This is an optimization exercise on Yosys and OpenROAD, whose aim is small area and a short achievable clock period, not a production implementation.
Where RTL was checked, it was by simulation tests only, not by an equivalence proof against the original.
Only the layout flow was run in runs 1 and 2; the RTL was not checked for function there.

==> flow/design.v, too long to show whole: its modules and the start of the top module <==
// module isq_square_tree: 496 lines
// module isq_xmul_tree: 1002 lines
// module isq_ymul_tree: 975 lines
// module csa_fa: 10 lines
// module csa_fa1: 9 lines
// module csa_ha: 9 lines
// module inv_sqrt_unit: 155 lines
// module pipe_reg: 16 lines
module inv_sqrt_unit #(
	parameter logic [9:0] PIPE = 10'b1111111111
) (
	input  logic clk,
	input  logic reset,
	input  logic in_valid,
	input  fp_pkg::int_t in_value,
	output logic out_valid,
	output fp_pkg::fp_t  out_fp,
	output fp_pkg::int_t out_fixed
);
  // ...
==> flow/run.sh <==
#!/bin/bash
# synth_recipe.tcl (not shown) runs the flow's synth.tcl, then flattens the netlist and writes it again
# the make line also repeats each setting of config.mk as NAME=value (left out here)
make -C /OpenROAD-flow-scripts/flow DESIGN_CONFIG=/design/flow/config.mk WORK_HOME=/design/flow/orfs CLKGATE_MAP_FILE= SYNTH_SCRIPT=/design/flow/synth_recipe.tcl finish
==> flow/config.mk <==
export PLATFORM = sky130hd
export DESIGN_NAME = inv_sqrt_unit
export DESIGN_NICKNAME = inv_sqrt_unit
export VERILOG_FILES = /design/flow/design.v
export SDC_FILE = /design/flow/constraint.sdc
export NUM_CORES = 4
export LEC_CHECK = 0
export ABC_CLOCK_PERIOD_IN_PS = 3000
export CAP_MARGIN = 20
export CORE_MARGIN = 2
export CORE_UTILIZATION = 40
export SLEW_MARGIN = 20
export SYNTH_HIERARCHICAL = 1
export SYNTH_MINIMUM_KEEP_SIZE = 0
==> flow/constraint.sdc <==
create_clock -name core_clock -period 9.5 [get_ports {clk}]
set_input_delay 1.9000 -clock core_clock [delete_from_list [all_inputs] [get_ports {clk}]]
set_output_delay 1.9000 -clock core_clock [all_outputs]
set_load 0.01 [all_outputs]
==> results list, run 1 <==
* Status: no timing/DRC/antenna violations
- Number of routed nets with antenna violations: 0
- In the layout the tool counted multi-input logic cells amounting to slightly above 2000.
- Tap cell count: about 1100
- Number of vias in the routed layout: 19096
- The clock net in this run drives a total of 452 sinks.
- Compared with the post-synthesis result, the final layout area differs by 7.39%.
* Global-route layer with the greatest usage: met2
- The initial antenna violation count came to 2.
- Once placement finished, the instance area stood at 0.0331 sq mm.
* Total Negative Setup Slacks: 0 ns
- Crit path DAT: ~5.3 ns
- The root buffer cell chosen for the clock tree is clkbuf_16.
* Critical path required time: 9.95 ns
- Met2 track utilization from global routing: 30.2%
- Clock latency on the worst-skew pair: 0.59 ns
- Worst setup slack after placement: about 4.6 ns
- Die Height: between 200 and 300 microns
- Flip-flop count of the largest register after layout: 75
* Via-per-instance ratio: between 5 and 6
- Buffers inserted to repair hold after CTS numbered 0.
* Max-slew violation count: 0
* Overall global routing resource usage: 17.4%
* Core region area: roughly 0.08 sq mm
* Buffers & Inverters on Critical Path: 0
- Reg2reg setup slack: 4.69 ns
* Start point of the worst min-delay path: u_c6.q[31]$_DFF_P_
- The cell count after synthesis came out at 2769.
* Hold Path Sink: u_c7.q[28]$_DFF_P_
- Of all nets on the critical path, the largest fanout is 18.
- Unrepaired setup endpoints after global routing: false
- The congestion estimate from routability-driven global placement came to between 0.8 and 0.9.
* Critical Path Sink: u_c8.q[4]$_DFF_P_
* CTS Buf Count: 47
* Clock-pin slew reported for the worst setup and hold paths after clock tree synthesis: approximately 0.070 ns
* Worst-case clock skew: between 0.03 and 0.04 ns
* Total Nets Final: between 3000 and 4000
- The most critical setup path has its startpoint at u_c7.q[11]$_DFF_P_.
- Entering global routing, the biggest net connects 28 pins.
==> run 2: changes to the inputs <==
--- a/flow/config.mk
+++ b/flow/config.mk
@@ -9,6 +9,7 @@
 export CAP_MARGIN = 20
 export CORE_MARGIN = 2
 export CORE_UTILIZATION = 40
+export SETUP_SLACK_MARGIN = 5
 export SLEW_MARGIN = 20
 export SYNTH_HIERARCHICAL = 1
 export SYNTH_MINIMUM_KEEP_SIZE = 0
==> run 2 against run 1 <==
Global-route usage about the same. Still clean on timing, DRC and antenna. Synthesized cell count unchanged.
==> results list, run 2 <==
* Status: no timing/DRC/antenna violations
- The die outline height is 288 microns (unchanged).
- The first global-routing pass estimated 115000 microns of wire.
- The number of global-route vias before repair was 21457.
- Final critical delay including setup and external delays: ~4.4 ns
- Total Nets Final: 3397 (unchanged)
* Placer's final routability congestion estimate: 0.885 (unchanged)
- Critical path's top delay family: adder cells
- The flip-flop count of the largest register after layout came to 75 (unchanged).
* Number of routed nets with antenna violations: 0 (unchanged)
- Post-Synthesis Mean Instance Area: around 12 sq um
* Hold bufs inserted after CTS: 0 (unchanged)
* Startpoint of the worst register-to-register path: u_c7.q[32]$_DFF_P_
* Total wirelength of the detailed-routed design: between 60000 and 70000 microns
* Post-CTS Setup Inserts: 0
- Hold Path Sink: u_c7.q[28]$_DFF_P_
* Max-slew violation count: 0 (unchanged)
* Worst-case clock skew: 0.0339 ns (-0.000427 ns)
* RR Endpoint: u_c8.q[4]$_DFF_P_
- Among all stages on the critical path, the largest delay is contributed by fa_1.
- The clock tree synthesis step divided the H-tree into 2 levels.
* Router iterations before antenna repair: 5
- Max-cap check violation count: 0
- Final core utilization: 43.3%
- Class of the tightest hold or removal check: reg2reg
* Total Negative Setup Slacks: 0 ns (unchanged)
* Hold Violations, Final: 0
* Slew of the pin with the lowest slew margin: between 1 and 1.5 ns
- Area taken by multi-input logic gates: roughly 0.022 sq mm
- The initial antenna violation count is 2 (unchanged).
- Via-per-instance ratio: 5.06 (+0.19%)
- The post-route netlist has 7.70% of its cells at a drive strength greater than 1.
- The total via count in the routed design is 19133 (+0.19%).
* Overall global routing resource usage: 17.4% (about the same)
- The root buffer cell chosen for the clock tree is clkbuf_16.
- Clock latency on the worst-skew pair: 0.59 ns (about the same)
- Input and output buffers added on the ports amount to 55.
- Storage cell area: ~0.0091 sq mm
- Commonest cells after routing, fill and taps aside: 590 x and2_1, 553 x fa_1, 426 x dfxtp_1, 146 x ha_1, 94 x a21oi_1
- Compared with the post-synthesis result, the final layout area differs by 7.57%.
- Start point of the worst min-delay path: u_c6.q[31]$_DFF_P_
- Maximum frequency from static timing analysis: approximately 230 MHz
* Post-CTS resize count: 18
* Starting DRT DRC Count: roughly 1000
- Longest Clk Path Bufs: 3
* Final count of negative-setup-slack endpoints: 0
- Endpoint type of the worst setup path: flip-flop
- Unrepaired setup endpoints after global routing: true
- Clock-pin slew reported for the worst setup and hold paths after clock tree synthesis: 0.07 ns (about the same)
- The layout has between 7000 and 8000 filler cells.
- Highest cell delay on the worst timing path: between 0.5 and 0.6 ns
- Ranked by flip-flop count, first place goes to u_c3.q.
* Post-route fraction of the period consumed by the critical path: between 40 and 50%
- After floorplanning, the core was divided into 104 placement rows.
- The data required time of the critical path was 9.96 ns (about the same).
- Post-detail-place hpwl: approximately 50000 microns
- Most common cell after layout, fill and taps aside: and2_1
- Walking the worst path, the cells encountered are and2_2 -> fa_1 -> fa_1 -> fa_1 -> fa_1 -> fa_1 -> fa_1 -> ha_1 -> nand3_1 -> nor2_1 -> a211oi_2 -> o41ai_2.
- Relative slew slack: roughly a third
- Logic depth of the worst register-to-register path: 12
- For this configuration, the core starts out at a cell density of 40.2%.
- STA classifies the critical path startpoint as a flip-flop.
* Routed wirelength normalized by instance count: 18.5 microns
- The top fanout value on the critical path was 17 (-1).
- TritonCTS built the clock tree.
- Among the stages of the critical path, the cell type that occurs most often is fa_1.
- Cells after Synth: 2769 (unchanged)
- Core region area: 0.0803 sq mm (unchanged)
* Clock Sink Count: 452 (unchanged)
* Largest net degree at the start of global routing: 28 (unchanged)
- Crit path DAT: 4.82 ns (-0.44 ns)
* Total I/O pin count: between 60 and 70
* Reg2reg setup slack: 5.14 ns (+0.45 ns)
- For this run, design rule violations remaining after detail routing come to 0.
- The critical path in this run is classified as reg2reg.
- The die covers 0.0831 sq mm.
- The cell area that synthesis handed to floorplanning was 0.0323 sq mm.
* CTS Buf Count: 47 (unchanged)
- Buffers & Inverters on Critical Path: 0 (unchanged)
* Number of instances on the worst hold path: 0
- Largest registers: u_c3.q x75, u_c5.q x61, u_c4.q x54
- In this run the horizontal extent of the chip is between 200 and 300 microns.
- Count of synthesis-stage warnings from yosys: 16
- After global routing the overflow that remains totals 0.
## run 2: cell count changes in the layout (fill, tap and decap cells not counted)
cell,previous run,this run
dfxtp_1,452,426
dfxtp_2,0,18
dfxtp_4,0,8
a211oi_1,14,13
a211oi_2,2,3
## run 2: cell type report
class,instances,area share (%)
antenna,3,0.0216
sequential,452,26.2
tap,1060,3.82
clock buffer,61,3.80
timing repair buffer,79,2.10
multi-input combinational,2049,62.7
inverter,50,0.540
clock inverter,24,0.879
## run 2: routing by layer
metal  track usage [%]  up-vias  routed length (microns)
li1                  -     8711                        -
met1              22.4     9840                    30300
met2              30.2      445                    34600
met3              2.21      137                     2730
met4              6.19        0                     2240
met5                 0        -                        0
## run 2: worst max-delay path by stage
stage	endpoint	cells after the start	slack, ns	startpoint
final	u_c8.q[4]$_DFF_P_	12	5.14	u_c7.q[32]$_DFF_P_
after global routing	u_c8.q[4]$_DFF_P_	12	4.99	u_c7.q[11]$_DFF_P_
after CTS	u_c8.q[4]$_DFF_P_	12	5.04	u_c7.q[32]$_DFF_P_
after detailed placement	u_c8.q[4]$_DFF_P_	12	4.63	u_c7.q[11]$_DFF_P_
after global placement	u_c8.q[4]$_DFF_P_	12	4.80	u_c7.q[11]$_DFF_P_
after floorplan	u_c8.q[4]$_DFF_P_	13	5.10	u_c7.q[11]$_DFF_P_
## run 2: metrics by stage
step / cells / cell area, sq um / setup slack, ns / hold slack (ns)
final: 3778 / 34700 / 5.14 / 0.295
after global placement: 3690 / 33100 / 4.80 / 0.311
after global routing: 3775 / 34700 / 4.99 / 0.300
after CTS: 3775 / 34700 / 5.04 / 0.294
after floorplan: 2777 / 32300 / 5.10 / 0.310
after detailed placement: 3690 / 33100 / 4.63 / 0.312
==> module inv_sqrt_unit, before the edit <==
module inv_sqrt_unit #(
	parameter logic [9:0] PIPE = 10'b1111111111
) (
	input  logic clk,
	input  logic reset,
	input  logic in_valid,
	input  fp_pkg::int_t in_value,
	output logic out_valid,
	output fp_pkg::fp_t  out_fp,
	output fp_pkg::int_t out_fixed
);
	localparam int LAT = $countones(PIPE) + 1;
	logic [15:0] x;
	pipe_reg #(.W(16), .EN(PIPE[0])) u_c0 (.clk(clk), .d(in_value), .q(x));
	logic [15:0] n8, n4, n2, n1;
	logic [3:0]  lz;
	assign lz[3] = (x[15:8] == '0);
	assign n8 = lz[3] ? {x[7:0], 8'd0} : x;
	assign lz[2] = (n8[15:12] == '0);
	assign n4 = lz[2] ? {n8[11:0], 4'd0} : n8;
	assign lz[1] = (n4[15:14] == '0);
	assign n2 = lz[1] ? {n4[13:0], 2'd0} : n4;
	assign lz[0] = ~n2[15];
	assign n1 = lz[0] ? {n2[14:0], 1'b0} : n2;
	logic [14:0] a_m;
	logic [3:0]  a_p;
	pipe_reg #(.W(15+4), .EN(PIPE[1])) u_c1 (.clk(clk),
		.d({n1[14:0], ~lz}), .q({a_m, a_p}));
	logic        e0;
	logic [15:0] sub;
	logic [15:0] a_u;
	logic        a_b1;
	logic        a_t1;
	logic [3:0]  a_c;
	logic        a_z0;
	logic        a_zn;
	assign e0 = ~a_p[0];
	assign sub = {e0, a_m};
	assign a_u = 16'd28339 - sub;
	assign a_b1 = (sub > 16'd28339);
	assign a_t1 = a_b1 | (sub <= 16'd1193);
	assign a_c = 4'(({1'b0, a_p} + 5'd1) >> 1) + {3'd0, a_b1};
	assign a_z0 = (~a_b1 & ~e0 & ~a_t1) | (a_b1 & e0);
	assign a_zn = a_b1 & ~e0;
	logic [15:0] b_u;
	logic [14:0] b_m;
	logic [3:0]  b_c;
	logic        b_t1, b_z0, b_zn;
	pipe_reg #(.W(16+15+4+3), .EN(PIPE[2])) u_c2 (.clk(clk),
		.d({a_u, a_m, a_c, a_t1, a_z0, a_zn}),
		.q({b_u, b_m, b_c, b_t1, b_z0, b_zn}));
	logic [35:17] b_ra, b_rb;
	logic         b_ci;
	isq_square_tree u_square (.u(b_u), .ra(b_ra), .rb(b_rb), .ci(b_ci));
	logic [35:17] c_ra, c_rb;
	logic         c_ci;
	logic [15:0]  c_u;
	logic [14:0]  c_m;
	logic [3:0]   c_c;
	logic         c_t1, c_z0, c_zn;
	pipe_reg #(.W(19+19+1+16+15+4+3), .EN(PIPE[3])) u_c3 (.clk(clk),
		.d({b_ra, b_rb, b_ci, b_u, b_m, b_c, b_t1, b_z0, b_zn}),
		.q({c_ra, c_rb, c_ci, c_u, c_m, c_c, c_t1, c_z0, c_zn}));
	logic [35:17] c_p1;
	logic [16:0]  c_ysq;
	assign c_p1 = c_ra + c_rb + {18'd0, c_ci};
	assign c_ysq = c_t1 ? c_p1[34:18] : c_p1[33:17];
	logic [15:0] d_u;
	logic [14:0] d_m;
	logic [16:0] d_ysq;
	logic [3:0]  d_c;
	logic        d_z0, d_zn;
	pipe_reg #(.W(16+15+17+4+2), .EN(PIPE[4])) u_c4 (.clk(clk),
		.d({c_u, c_m, c_ysq, c_c, c_z0, c_zn}),
		.q({d_u, d_m, d_ysq, d_c, d_z0, d_zn}));
	logic [33:15] d_ra, d_rb;
	logic         d_ci;
	isq_xmul_tree u_xmul (.m(d_m), .s(d_ysq), .ra(d_ra), .rb(d_rb), .ci(d_ci));
	logic [33:15] e_ra, e_rb;
	logic         e_ci;
	logic [15:0]  e_u;
	logic [3:0]   e_c;
	logic         e_z0, e_zn;
	pipe_reg #(.W(19+19+1+16+4+2), .EN(PIPE[5])) u_c5 (.clk(clk),
		.d({d_ra, d_rb, d_ci, d_u, d_c, d_z0, d_zn}),
		.q({e_ra, e_rb, e_ci, e_u, e_c, e_z0, e_zn}));
	logic [33:15] e_q;
	logic         e_t2;
	logic [16:0]  e_xs;
	logic         e_d2;
	assign e_q = e_ra + e_rb + {18'd0, e_ci};
	assign e_t2 = e_q[33];
	assign e_xs = e_t2 ? e_q[32:16] : e_q[31:15];
	assign e_d2 = (e_z0 & ~e_t2) | (e_zn & e_t2);
	logic [15:0] f_u;
	logic [16:0] f_xs;
	logic [3:0]  f_c;
	logic        f_d2;
	pipe_reg #(.W(16+17+4+1), .EN(PIPE[6])) u_c6 (.clk(clk),
		.d({e_u, e_xs, e_c, e_d2}),
		.q({f_u, f_xs, f_c, f_d2}));
	logic [17:0] f_h;
	logic [17:0] f_dfull;
	logic [14:0] f_d;
	assign f_h = f_d2 ? 18'(({2'b01, f_xs} + 19'd1) >> 1) : {1'b1, f_xs};
	assign f_dfull = 18'd131072 - f_h;
	assign f_d = {f_dfull[14:1], f_dfull[0] & f_dfull[17]};
	logic [15:0] g_u;
	logic [14:0] g_d;
	logic [3:0]  g_c;
	pipe_reg #(.W(16+15+4), .EN(PIPE[7])) u_c7 (.clk(clk),
		.d({f_u, f_d, f_c}),
		.q({g_u, g_d, g_c}));
	logic [36:17] g_ra, g_rb;
	logic         g_ci;
	isq_ymul_tree u_ymul (.u(g_u), .d(g_d), .ra(g_ra), .rb(g_rb), .ci(g_ci));
	logic [36:17] h_ra, h_rb;
	logic         h_ci;
	logic [3:0]   h_c;
	pipe_reg #(.W(20+20+1+4), .EN(PIPE[8])) u_c8 (.clk(clk),
		.d({g_ra, g_rb, g_ci, g_c}),
		.q({h_ra, h_rb, h_ci, h_c}));
	logic [36:17] h_w;
	assign h_w = h_ra + h_rb + {19'd0, h_ci};
	logic [36:17] i_w;
	logic [3:0]   i_c;
	pipe_reg #(.W(20+4), .EN(PIPE[9])) u_c9 (.clk(clk),
		.d({h_w, h_c}),
		.q({i_w, i_c}));
	logic [17:0] i_frac;
	logic [3:0]  i_exp;
	logic [19:0] i_fix;
	assign i_frac = i_w[36] ? i_w[35:18] : i_w[34:17];
	assign i_exp = 4'd15 - i_c + {3'd0, i_w[36]};
	assign i_fix = i_w >> (5'd4 + {1'b0, i_c});
	logic [LAT-1:0] vpipe;
	always_ff @(posedge clk) begin
		if (reset) begin
			vpipe <= '0;
		end else begin
			vpipe <= {vpipe[LAT-2:0], in_valid};
		end
	end
	assign out_valid = vpipe[LAT-1];
	logic [3:0]  o_exp;
	logic [17:0] o_frac;
	logic [13:0] o_fix;
	always_ff @(posedge clk) begin
		o_exp <= i_exp;
		o_frac <= i_frac;
		o_fix <= i_fix[13:0];
	end
	assign out_fp = {5'b00111, o_exp, o_frac};
	assign out_fixed = {2'b00, o_fix};
endmodule
==> run 3: changes to the inputs <==
--- a/flow/design.v
+++ b/flow/design.v
@@ -2526,7 +2526,8 @@
 	output fp_pkg::fp_t  out_fp,
 	output fp_pkg::int_t out_fixed
 );
-	localparam int LAT = $countones(PIPE) + 1;
+	localparam int LAT = 1 + PIPE[0] + PIPE[1] + PIPE[2] + PIPE[3] + PIPE[4] +
+		PIPE[5] + PIPE[6] + PIPE[7] + PIPE[8] + PIPE[9];
 	logic [15:0] x;
 	pipe_reg #(.W(16), .EN(PIPE[0])) u_c0 (.clk(clk), .d(in_value), .q(x));
 	logic [15:0] n8, n4, n2, n1;
==> run 3 against run 2 <==
Critical path depth did not move. First-iteration DRC count unchanged. Non-clock buffer count unchanged. Final cell count is the same. Worst setup slack did not move. Synthesized area did not move. Wire length unchanged.
==> results list, run 3 <==
* Status: no timing/DRC/antenna violations
- Worst-case clock skew: 0.0339 ns (unchanged)
- Overall global routing resource usage: 17.4% (unchanged)
- The buffer and inverter count on the worst path is 0 (unchanged).
- Final critical delay including setup and external delays: 4.36 ns (unchanged)
- The data required time of the critical path is 9.96 ns (about the same).
* Worst Path Class, Setup: reg2reg
- In this design, the critical path's most frequently occurring cell is fa_1.
- The number of nets in the finished design is 3397 (unchanged).
* Clock tree from TritonCTS: built
- The total length of routed wires was 69900 microns (unchanged).
- Commonest cells after routing, fill and taps aside: 590 x and2_1, 553 x fa_1, 426 x dfxtp_1, 146 x ha_1, 94 x a21oi_1
- Root Driver: clkbuf_16
- CTS Buf Count: 47 (unchanged)
* Largest net degree at the start of global routing: 28 (unchanged)
* Via-per-instance ratio: 5.06 (unchanged)
- Area delta synth->final: 7.57% (unchanged)
- Following the worst setup path forward leads to its endpoint at u_c8.q[4]$_DFF_P_.
- The routed length per placed instance is 18.5 microns (unchanged).
- The I/O pin total was 63 (unchanged).
- Class of the tightest hold or removal check: reg2reg
- The core outline area is 0.0803 sq mm (unchanged).
* Starting DRT DRC Count: 1040 (unchanged)
- The wire length of the first global-routing pass was 115000 microns (unchanged).
- The aggregate global routing overflow was 0 (unchanged).
- Post-detail-place hpwl: 50700 microns (unchanged)
- The die outline height was 288 microns (unchanged).
- Most common cell after layout, fill and taps aside: and2_1
* Logic depth of the worst register-to-register path: 12 (unchanged)
* RR Endpoint: u_c8.q[4]$_DFF_P_
- The arrival time of the worst setup path is 4.82 ns (about the same).
- The number of instances on the worst hold path came to 0 (unchanged).
* Unrepaired setup endpoints after global routing: true
- Router iterations before antenna repair: 5 (unchanged)
- Worst-path cell chain: and2_2 -> fa_1 -> fa_1 -> fa_1 -> fa_1 -> fa_1 -> fa_1 -> ha_1 -> nand3_1 -> nor2_1 -> a211oi_2 -> o41ai_2
- The clock latency reported for the late side of the worst-skew pair is 0.59 ns (about the same).
- For this design, the slowest cell found on the critical path is fa_1.
- Number of vias in the routed layout: 19133 (unchanged)
- Slew of the pin with the lowest slew margin: 1.03 ns (unchanged)
* Vias in the first global route: 21457 (unchanged)
- Horizontal die dimension: 288 microns (unchanged)
- u_c3.q holds more flip-flops than any other register.
- The count of endpoints failing hold in the final timing report is 0 (unchanged).
- STA classifies the critical path endpoint as a flip-flop.
* Max-slew violation count: 0 (unchanged)
- Max H-tree Level: 2 (unchanged)
- Post-route fraction of the period consumed by the critical path: 45.9% (unchanged)
- Longest Clk Path Bufs: 3 (unchanged)
- The number of standard-cell rows in the floorplan was 104 (unchanged).
- On the critical path the largest part of the delay comes from adder cells.
- The count of buffers added by post-CTS timing repair for setup is 0 (unchanged).
- Crit path depth: 12 (unchanged)
- The worst setup path is launched from a flip-flop.
- Worst hold slack after final layout: 0.295 ns (unchanged)
- Startpoint of the worst register-to-register path: u_c7.q[32]$_DFF_P_
- Total Negative Setup Slacks: 0 ns (unchanged)
* Clock-pin slew reported for the worst setup and hold paths after clock tree synthesis: 0.07 ns (about the same)
- Effective utilization at floorplan: 40.2% (unchanged)
- Netlist area before placement: 0.0323 sq mm (unchanged)
- The synthesized area per cell came to 11.7 sq um (unchanged).
* Clock Sink Count: 452 (unchanged)
* Hold bufs inserted after CTS: 0 (unchanged)
* Number of routed nets with antenna violations: 0 (unchanged)
- Maximum frequency from static timing analysis: 229 MHz (unchanged)
* Launch point of the worst path: u_c7.q[32]$_DFF_P_
- The cell count after synthesis is 2769 (unchanged).
* Reg2reg setup slack: 5.14 ns (about the same)
* CP max FO: 17 (unchanged)
* Number of antenna violations at the first check in global routing: 2 (unchanged)
- The final setup violation count is 0 (unchanged).
- The global placer's final weighted congestion is 0.885 (unchanged).
- Flip-flop count of the largest register after layout: 75 (unchanged)
* Max-cap check violation count: 0 (unchanged)
- The fraction of final layout cells sized beyond drive strength 1 was 7.70% (unchanged).
- The largest stage delay on the critical path was 0.55 ns (about the same).
- Die area: 0.0831 sq mm (unchanged)
- The largest registers in the layout are u_c3.q x75, u_c5.q x61, u_c4.q x54.
* Remaining design rule violation count: 0 (unchanged)
* Relative slew slack: 31.4% (unchanged)
- Count of synthesis-stage warnings from yosys: 16 (unchanged)
- The quantity of I/O buffers inserted on ports is 55 (unchanged).
[run 3: final cells by class]
class	count	area, sq um
Fill cell	7384	45500
Multi-Input combinational cell	2049	21800
Sequential cell	452	9100
Tap cell	1060	1330
Clock buffer	61	1320
Timing Repair Buffer	79	731
Clock inverter	24	305
Inverter	50	188
Antenna cell	3	7.51
[run 3: metal layers]
metal / vias to the layer above / global-route usage [%] / wire, microns
met5: - / 0 / 0
met4: 0 / 6.19 / 2240
met3: 137 / 2.21 / 2730
met2: 445 / 30.2 / 34600
met1: 9840 / 22.4 / 30300
li1: 8711 / - / -
[run 3: worst min-delay path by stage]
stage	from	endpoint	slack (ns)
after detailed placement	u_c2.q[15]$_DFF_P_	u_c3.q[15]$_DFF_P_	0.31
after global routing	u_c6.q[31]$_DFF_P_	u_c7.q[28]$_DFF_P_	0.30
after CTS	u_c6.q[31]$_DFF_P_	u_c7.q[28]$_DFF_P_	0.29
final	u_c6.q[31]$_DFF_P_	u_c7.q[28]$_DFF_P_	0.29
after global placement	u_c3.q[35]$_DFF_P_	u_c4.q[51]$_DFF_P_	0.31
after floorplan	u_c2.q[0]$_DFF_P_	u_c3.q[0]$_DFF_P_	0.31
[run 3: stage by stage]
stage | utilization [%] | setup slack [ns] | area (sq um) | instances
2_1_floorplan | - | 5.10 | 32300 | 2777
3_3_place_gp | 41.2 | 4.80 | 33100 | 3690
3_5_place_dp | 41.2 | 4.63 | 33100 | 3690
4_1_cts | 43.2 | 5.04 | 34700 | 3775
5_1_grt | 43.3 | 4.99 | 34700 | 3775
6_report | 43.3 | 5.14 | 34700 | 3778
[run 3: what timing repair did]
item                                    CTS  global route
gates resized for setup                  18            17
hold endpoints to repair                  0             0
endpoints found under the setup margin    1             2

[port drivers added, routing unchanged]
The flow's constraints put no driver on any port. The routed layouts listed below were extracted and timed again, unchanged, in two steps. Step 1, drivers: a clkbuf_16 drives clk and a buf_2 each remaining input, both assumed. Step 2 times the ports against the registers' clock, not the clock port: input delays grow and output delays shrink by t, the midpoint of the rising clock arrivals with the driver on. Slacks: ideal ports / drivers / drivers and shift; pairs: ideal ports / drivers.
run	t, ns	slack for setup (ns)	worst register clock-pin slew, ns	worst slew at a driven data input, ns	cell pins on the clock port's net
run 1	0.635	4.691 / 4.691 / 4.691	0.07 / 0.07	0.03	1
run 2	0.635	5.140 / 5.140 / 5.140	0.07 / 0.07	0.03	1
run 3	0.635	5.140 / 5.140 / 5.140	0.07 / 0.07	0.03	1
After both steps setup and hold are still met in every run listed.
